This is an optimization exercise on Yosys and OpenROAD, whose aim is small area, a short achievable clock period and few clock cycles per item, not a production implementation. Function was checked by simulation only, so behaviour that the tests miss may differ from the original.

Setup of oak:
==> module input_credit_buffer, before the edit <==
module input_credit_buffer (
    input  logic         clk,
    input  logic         rstn,
    input  logic         in_valid,
    input  logic [207:0] in_block,     
    input  logic         pop,
    output logic         nonempty,
    output logic [207:0] head
);
    logic [207:0] e0, e1;
    logic [1:0]   count;
    logic         full;
    assign nonempty = (count != 2'd0);
    assign full     = count[1];
    assign head     = e0;
    always_ff @(posedge clk) begin
        if (full && pop)                    e0 <= e1;
        else if (!count[0] && !full || pop) e0 <= in_block;
        if (!full || pop)                   e1 <= in_block;
    end
    always_ff @(posedge clk or negedge rstn) begin
        if (!rstn) begin
            count <= '0;
        end else begin
            count <= count + {1'b0, in_valid} - {1'b0, pop};
        end
    end
endmodule
make LEC_CHECK=0 CAP_MARGIN=20 CORE_MARGIN=2 CORE_UTILIZATION=40 SETUP_SLACK_MARGIN=4.0 SLEW_MARGIN=20 finish   # period 7.5 ns
run.sh (not shown) runs the stock make flow with config.mk's settings and CLKGATE_MAP_FILE= SYNTH_SCRIPT=/design/flow/synth_recipe.tcl, a recipe that flattens the netlist after the stock synthesis.
Testbench counts of oak, summed over its fixed seeds: cycles 3,232, blocks 3,200.
Changes in pine relative to oak:
--- a/flow/design.v
+++ b/flow/design.v
@@ -3013,24 +3013,34 @@
     input  logic         pop,
     output logic         nonempty,
     output logic [207:0] head
 );
-    logic [207:0] e0, e1;
+    logic [207:0] mem [2];
+    logic         wr_ptr, rd_ptr;
     logic [1:0]   count;
-    logic         full;
-    assign nonempty = (count != 2'd0);
-    assign full     = count[1];
-    assign head     = e0;
+    logic [1:0]   we;
+    logic         wr_ptr_next;
+    logic [1:0]   count_next;
+    assign nonempty    = (count != 2'd0);
+    assign head        = mem[rd_ptr];
+    assign wr_ptr_next = wr_ptr ^ in_valid;
+    assign count_next  = count + {1'b0, in_valid} - {1'b0, pop};
     always_ff @(posedge clk) begin
-        if (full && pop)                    e0 <= e1;
-        else if (!count[0] && !full || pop) e0 <= in_block;
-        if (!full || pop)                   e1 <= in_block;
+        if (we[0]) mem[0] <= in_block;
+        if (we[1]) mem[1] <= in_block;
     end
     always_ff @(posedge clk or negedge rstn) begin
         if (!rstn) begin
-            count <= '0;
+            wr_ptr <= 1'b0;
+            rd_ptr <= 1'b0;
+            count  <= '0;
+            we     <= 2'b01;
         end else begin
-            count <= count + {1'b0, in_valid} - {1'b0, pop};
+            wr_ptr <= wr_ptr_next;
+            rd_ptr <= rd_ptr ^ pop;
+            count  <= count_next;
+            we[0]  <= !wr_ptr_next && !count_next[1];
+            we[1]  <=  wr_ptr_next && !count_next[1];
         end
     end
 endmodule
 module output_credit_queue (
--- outcome ---
Delta (pine minus oak): multi-input logic cell count neither gained nor lost much; maximum clock insertion buffer count neither gained nor lost much; total length of routed met2 wires increased by about 4.4% relative to the old numbers. When pine is measured against oak, its critical path depth turns out 1 lower. Sort oak and pine by routed wire length, descending, and oak comes first. met2 capacity usage during global routing, oak and pine, higher one = pine. Between oak and pine, the flow reports count of clock-buffer cells in the layout decreasing by a few percent. Diff oak -> pine: synthesized cell count up about 0.47%; area growth from synthesis to final layout up 0.80 points; total global routing track utilization flat; footprint of the multi-input gates flat; mapped cell area flat. Looking at oak and pine, the flip-flop and latch count is a wash. Final critical-path share of the clock period: oak and pine compared, higher one is oak. Cell at the slowest stage of the critical path = sky130_fd_sc_hd__edfxtp_1: pine; cell at the slowest stage of the critical path = sky130_fd_sc_hd__dfxtp_4: oak.
Testbench counts of pine, summed over its fixed seeds: cycles 3,232, blocks 3,200.

--- another note on this design; it stands on its own ---

Design fft_stage_top, start of the top module:
module fft_stage_top (
    input  logic        clk,
    input  logic        rstn,
    input  logic        in_valid,
    input  logic [51:0] in_a_re,
    input  logic [51:0] in_a_im,
    input  logic [51:0] in_b_re,
    input  logic [51:0] in_b_im,
    input  logic        out_credit,
    output logic        in_credit,
    output logic        out_valid,
    output logic [91:0] out_add_re,
    output logic [91:0] out_add_im,
    output logic [91:0] out_diff_re,
    output logic [91:0] out_diff_im
);
Size: ~11000 cells after synthesis, ~1700 flip-flops, ~580 I/O pins, about 130000 µm² of cells after synthesis.
export LEC_CHECK = 0
export CAP_MARGIN = 20
export CORE_MARGIN = 2
export CORE_UTILIZATION = 40
export CTS_CLUSTER_DIAMETER = 120
export CTS_CLUSTER_SIZE = 20
export SETUP_SLACK_MARGIN = 4.0
export SLEW_MARGIN = 20
create_clock -name core_clock -period 7.5 [get_ports {clk}]
standard.sh (not shown) runs the stock make flow with config.mk's settings and CLKGATE_MAP_FILE= SYNTH_SCRIPT=/design/flow/synth_recipe.tcl, a recipe that flattens the netlist after the stock synthesis.
==> flow/flow/run.sh <==
#!/bin/bash
# The standard layout, with the port buffers that buffer_ports inserts made
# plain sky130 buffers (buf_2) instead of its default delay cell.
set -euo pipefail
export BUFFER_PORTS_ARGS="-buffer_cell sky130_fd_sc_hd__buf_2"
bash standard.sh > standard_flow.log 2>&1
Testbench counts at the start, summed over its fixed seeds: cycles 3,232, blocks 3,200.
Edit:
- CORE_UTILIZATION: 40 -> 45
- CTS_CLUSTER_DIAMETER: 120 -> 150
- CTS_CLUSTER_SIZE: 20 -> 24
After rerunning: The new run completed with no timing, DRC or antenna violations. Routed wire length falls by 1.6%. Cell area falls by 1.1%. Clock skew falls by 0.063 ns. Via count is about the same. First-iteration DRC count falls by 7.5%. Hold slack improves by 0.0063 ns. Clock-buffer cell count falls by 30. Synthesized area stays the same.
Edit:
- CORE_UTILIZATION: 45 -> 40
=> The new run completed without violations. Flip-flop and latch count is unchanged. Non-clock buffer count goes up by 5. Cell area stays flat. Worst hold slack is about the same. Setup slack barely changes. Utilization is lower by 5.5 points. Via count barely changes. Clock skew rises by 0.043 ns. Count of clock-buffer cells in the layout shrinks by 6.

## afterwards: timing with drivers on the ports
The flow's constraints put no driver on any port. The routed layouts listed below were extracted and timed again, unchanged, in two steps. Step 1, drivers: a clkbuf_16 drives clk and a buf_2 each remaining input, both assumed. Step 2 moves the port delays by t, midway between the first and last clock arrival at a register: inputs arrive t later, outputs are due t later. That takes back most of the time a late clock gives input paths. a / b / c = no drivers / after step 1 / after step 2; a / b = the first two.
| run | shift t [ns] | slack for setup (ns) | worst data-port slew with drivers (ns) |
|---|---|---|---|
| oak | 1.023 | 3.987 / 3.969 / 3.987 | 0.39 |
| pine | 1.016 | 4.011 / 3.962 / 4.011 | 0.23 |
| the first run of note 2 | 1.005 | 3.996 / 3.996 / 3.996 | 0.26 |
| the second run of note 2 | 0.957 | 3.989 / 3.989 / 3.989 | 0.32 |
| the third run of note 2 | 0.972 | 3.987 / 3.987 / 3.987 | 0.25 |
After both steps every run listed still meets setup and hold.
